This design comes from an exercise in tuning for small area and a short achievable clock period on the open sky130 flow, not from production work. At most, simulation tests tie the RTL to the original design; equivalence was not proved. Power is estimated from default activity; no workload was simulated.

==> inputs of job 1704 <==
==> flow/design.v (excerpt) <==
module redundant_alu_core #(
  parameter int LANES = 5
) (
  input  logic                       clk,
  input  logic                       reset,
  input  logic                       op_valid,
  input  alu_pkg::alu_op_t           alu_op,
  input  alu_pkg::reg_addr_t         ra1,
  input  alu_pkg::reg_addr_t         ra2,
  input  alu_pkg::reg_addr_t         wa,
  input  logic                       write_en,
  input  logic                       use_imm,
  input  alu_pkg::imm_t              imm,
  input  logic [$clog2(LANES)-1:0]   fault_lane,
  input  alu_pkg::word_t             fault_bits,
  output logic                       result_valid,
  output alu_pkg::word_t             result,
  output logic                       zero,
  output logic [LANES-1:0]           lane_ok
);
clock: 8.0 ns
lec_check: 0
cap_margin: 20
core_margin: 2
core_utilization: 40
slew_margin: 20
run.sh (not shown) runs the stock make flow with config.mk's settings and CLKGATE_MAP_FILE= SYNTH_SCRIPT=/design/flow/synth_recipe.tcl, a recipe that flattens the netlist after the stock synthesis.
==> job 7518 (differences from job 1704) <==
==> flow/design.v (replaced) <==
package alu_pkg;
  localparam int XLEN = 32;
  localparam int REG_COUNT = 32;
  typedef logic [XLEN-1:0] word_t;
  typedef logic [$clog2(REG_COUNT)-1:0] reg_addr_t;
  typedef logic [15:0] imm_t;
  typedef enum logic [2:0] {
    ALU_AND      = 3'b000,
    ALU_OR       = 3'b001,
    ALU_ADD      = 3'b010,
    ALU_SLTU_RAW = 3'b011,
    ALU_ANDN     = 3'b100,
    ALU_ORN      = 3'b101,
    ALU_SUB      = 3'b110,
    ALU_SLT      = 3'b111
  } alu_op_t;
endpackage
module reg_file (
  input  logic               clk,
  input  alu_pkg::reg_addr_t ra1,
  input  alu_pkg::reg_addr_t ra2,
  output alu_pkg::word_t     rd1,
  output alu_pkg::word_t     rd2,
  input  logic               wb_en,
  input  alu_pkg::reg_addr_t wb_addr,
  input  alu_pkg::word_t     wb_data
);
  alu_pkg::word_t regs [1:alu_pkg::REG_COUNT-1];
  for (genvar r = 1; r < alu_pkg::REG_COUNT; r++)
  begin : g_reg
    always_ff @(posedge clk)
    begin
      if (wb_en && (wb_addr == r))
      begin
        regs[r] <= wb_data;
      end
    end
  end
  always_comb
  begin
    rd1 = '0;
    rd2 = '0;
    for (int r = 1; r < alu_pkg::REG_COUNT; r++)
    begin
      rd1 = rd1 | (regs[r] & {alu_pkg::XLEN{ra1 == r}});
      rd2 = rd2 | (regs[r] & {alu_pkg::XLEN{ra2 == r}});
    end
  end
endmodule
module operand_fetch (
  input  logic               clk,
  input  logic               reset,
  input  logic               op_valid,
  input  logic               use_imm,
  input  logic               write_en,
  input  alu_pkg::alu_op_t   alu_op,
  input  alu_pkg::reg_addr_t wa,
  input  alu_pkg::imm_t      imm,
  input  alu_pkg::word_t     rd1,
  input  alu_pkg::word_t     rd2,
  output logic               ex_valid,
  output alu_pkg::word_t     ex_a,
  output alu_pkg::word_t     ex_b,
  output alu_pkg::alu_op_t   ex_alu_op,
  output alu_pkg::reg_addr_t ex_wa,
  output logic               ex_write_en
);
  alu_pkg::word_t imm_ext;
  alu_pkg::word_t b_sel;
  assign imm_ext = {{(alu_pkg::XLEN - 16){imm[15]}}, imm};
  assign b_sel = use_imm ? imm_ext : rd2;
  always_ff @(posedge clk or posedge reset)
  begin
    if (reset)
    begin
      ex_valid <= 1'b0;
    end
    else
    begin
      ex_valid <= op_valid;
    end
  end
  always_ff @(posedge clk)
  begin
    ex_a <= rd1;
    ex_b <= alu_op[2] ? ~b_sel : b_sel;
    ex_alu_op <= alu_op;
    ex_wa <= wa;
    ex_write_en <= write_en;
  end
endmodule
module alu_lane (
  input  alu_pkg::word_t   a,
  input  alu_pkg::word_t   b,         
  input  alu_pkg::alu_op_t alu_op,
  output alu_pkg::word_t   raw
);
  localparam int N = alu_pkg::XLEN + 1;
  alu_pkg::word_t sum;
  alu_pkg::word_t p;
  logic [N-1:0] gg [0:$clog2(N)];
  logic [N-1:0] pp [0:$clog2(N)];
  assign p = a ^ b;
  assign gg[0] = {a & b, alu_op[2]};
  assign pp[0] = {p, 1'b0};
  for (genvar l = 0; l < $clog2(N); l++)
  begin : g_level
    for (genvar i = 0; i < N; i++)
    begin : g_bit
      if (i >= (1 << l))
      begin : g_merge
        assign gg[l+1][i] = gg[l][i] | (pp[l][i] & gg[l][i - (1 << l)]);
        assign pp[l+1][i] = pp[l][i] & pp[l][i - (1 << l)];
      end
      else
      begin : g_pass
        assign gg[l+1][i] = gg[l][i];
        assign pp[l+1][i] = pp[l][i];
      end
    end
  end
  assign sum = p ^ gg[$clog2(N)][alu_pkg::XLEN-1:0];
  always_comb
  begin
    case (alu_op[1:0])
      2'b00: raw = a & b;
      2'b01: raw = a | b;
      2'b10: raw = sum;
      default: raw = {{(alu_pkg::XLEN - 1){1'b0}}, sum[alu_pkg::XLEN-1]};
    endcase
  end
endmodule
module lane_voter #(
  parameter int LANES = 5
) (
  input  logic                             clk,
  input  logic                             reset,
  input  logic                             ex_valid,
  input  logic [$clog2(LANES)-1:0]         fault_lane,
  input  alu_pkg::word_t                   fault_bits,
  input  alu_pkg::word_t                   raw,
  output alu_pkg::word_t                   result,
  output logic                             zero,
  output logic                             result_valid,
  output logic [LANES-1:0]                 lane_ok,
  output alu_pkg::word_t                   voted
);
  logic [LANES-1:0] fsel;
  logic [LANES-1:0] drop;
  logic e, n0, n1, n2, n3p, ge2, ge3, k1, k2;
  alu_pkg::word_t flip;
  alu_pkg::word_t keep;
  always_comb
  begin
    ge2 = 1'b0;
    ge3 = 1'b0;
    for (int i = 0; i < LANES; i++)
    begin
      fsel[i] = (fault_lane == i);
      for (int j = i + 1; j < LANES; j++)
      begin
        ge2 = ge2 | (lane_ok[i] & lane_ok[j]);
        for (int k = j + 1; k < LANES; k++)
        begin
          ge3 = ge3 | (lane_ok[i] & lane_ok[j] & lane_ok[k]);
        end
      end
    end
    n0 = ~|lane_ok;
    n1 = ~n0 & ~ge2;
    n2 = ge2 & ~ge3;
    n3p = ge3;
    e = |(fsel & lane_ok);
    k1 = e && n1;
    k2 = e && n2;
  end
  assign flip = fault_bits & {alu_pkg::XLEN{k1}};
  assign keep = ~(fault_bits & {alu_pkg::XLEN{k2}}) & {alu_pkg::XLEN{~n0}};
  assign voted = (raw & keep) ^ flip;
  always_comb
  begin
    drop = '0;
    if (e && n3p && (fault_bits != '0))
    begin
      drop = fsel;
    end
    if (k2)
    begin
      drop = ({LANES{|(fault_bits & ~raw)}} & fsel) | ({LANES{|(fault_bits & raw)}} & ~fsel);
    end
  end
  always_ff @(posedge clk or posedge reset)
  begin
    if (reset)
    begin
      result_valid <= 1'b0;
      lane_ok <= '1;
    end
    else
    begin
      result_valid <= ex_valid;
      if (ex_valid)
      begin
        lane_ok <= lane_ok & ~drop;
      end
    end
  end
  always_ff @(posedge clk)
  begin
    result <= voted;
    zero <= (voted == '0);
  end
endmodule
module redundant_alu_core #(
  parameter int LANES = 5
) (
  input  logic                       clk,
  input  logic                       reset,
  input  logic                       op_valid,
  input  alu_pkg::alu_op_t           alu_op,
  input  alu_pkg::reg_addr_t         ra1,
  input  alu_pkg::reg_addr_t         ra2,
  input  alu_pkg::reg_addr_t         wa,
  input  logic                       write_en,
  input  logic                       use_imm,
  input  alu_pkg::imm_t              imm,
  input  logic [$clog2(LANES)-1:0]   fault_lane,
  input  alu_pkg::word_t             fault_bits,
  output logic                       result_valid,
  output alu_pkg::word_t             result,
  output logic                       zero,
  output logic [LANES-1:0]           lane_ok
);
  alu_pkg::word_t rd1;
  alu_pkg::word_t rd2;
  alu_pkg::word_t raw;
  alu_pkg::word_t voted;
  logic ex_valid;
  alu_pkg::word_t ex_a;
  alu_pkg::word_t ex_b;
  alu_pkg::alu_op_t ex_alu_op;
  alu_pkg::reg_addr_t ex_wa;
  logic ex_write_en;
  reg_file u_reg_file (
    .clk     (clk),
    .ra1     (ra1),
    .ra2     (ra2),
    .rd1     (rd1),
    .rd2     (rd2),
    .wb_en   (ex_valid && ex_write_en),
    .wb_addr (ex_wa),
    .wb_data (voted)
  );
  operand_fetch u_operand_fetch (
    .clk         (clk),
    .reset       (reset),
    .op_valid    (op_valid),
    .use_imm     (use_imm),
    .write_en    (write_en),
    .alu_op      (alu_op),
    .wa          (wa),
    .imm         (imm),
    .rd1         (rd1),
    .rd2         (rd2),
    .ex_valid    (ex_valid),
    .ex_a        (ex_a),
    .ex_b        (ex_b),
    .ex_alu_op   (ex_alu_op),
    .ex_wa       (ex_wa),
    .ex_write_en (ex_write_en)
  );
  alu_lane u_alu (
    .a      (ex_a),
    .b      (ex_b),
    .alu_op (ex_alu_op),
    .raw    (raw)
  );
  lane_voter #(
    .LANES (LANES)
  ) u_lane_voter (
    .clk          (clk),
    .reset        (reset),
    .ex_valid     (ex_valid),
    .fault_lane   (fault_lane),
    .fault_bits   (fault_bits),
    .raw          (raw),
    .result       (result),
    .zero         (zero),
    .result_valid (result_valid),
    .lane_ok      (lane_ok),
    .voted        (voted)
  );
endmodule
Settings changed: ABC_CLOCK_PERIOD_IN_PS set to 3000, SETUP_SLACK_MARGIN set to 4.5, TNS_END_PERCENT set to 10.
==> run notes <==
quantity                                                       job 7518                 job 1704
Maximum fanout along the worst path                                   5                       13
Total routing usage reported by global routing                    39.5%                    27.9%
Net count of the finished layout                                  4,114                    5,774
Routed met1 length                                            85,700 um                96,200 um
CP Data Arrival Time                                            4.48 ns                  8.36 ns
Net Sw Power                                                    5720 uW                  4370 uW
Compound-gate portion of the synthesized area                     21.7%                    10.4%
Crit path largest cell delay                                    0.49 ns                  0.57 ns
Crit-path slowest cell                            sky130_fd_sc_hd__fa_2    sky130_fd_sc_hd__fa_1
Yosys reg bits                                                    1,105                    1,137
Status                                          complete, no violations  complete, no violations
Horizontal die dimension                                         356 um                   414 um
Total combinational power                                       4510 uW                  3230 uW
Area grow syn2layout                                              22.9%                    16.3%
Mapped cell area                                           49,500 sq um             67,400 sq um
Final core area utilization                                       49.4%                    46.8%
Final Cycle Share                                                 48.2%                    96.2%
Start point of the worst min-delay path         u_lane_voter.lane_ok[4]  u_lane_voter.lane_ok[2]
For job 7518, only the layout was checked, not whether the RTL still works.

==> re-timing with driven ports <==
No port has a modelled driver above. Below, the same layouts with a new extraction and two added sets of constraints.
Step 1 (the two cells are an assumption about what drives the block):
set clk [get_ports {clk}]
set_driving_cell -lib_cell sky130_fd_sc_hd__clkbuf_16 $clk
set_driving_cell -lib_cell sky130_fd_sc_hd__buf_2 [delete_from_list [all_inputs] $clk]
Step 2 also shifts input and output timing later by t, the mid clock arrival at the registers, as if the neighbouring blocks saw the same clock.
Slacks: ideal / step 1 / step 2; pairs: ideal / step 1.
| run | t, ns | setup slack, ns | worst register clock-pin slew, ns | cell pins on the clock port's net |
|---|---|---|---|---|
| job 1704 | 0.824 | 0.306 / 0.306 / 0.105 | 0.08 / 0.08 | 1 |
| job 7518 | 0.784 | 4.147 / 4.147 / 3.425 | 0.07 / 0.07 | 1 |
After both steps setup and hold are still met in every run listed. For job 7518, which loses most, drivers alone change the setup slack by 0.000 ns; drivers and shift together by -0.722 ns.
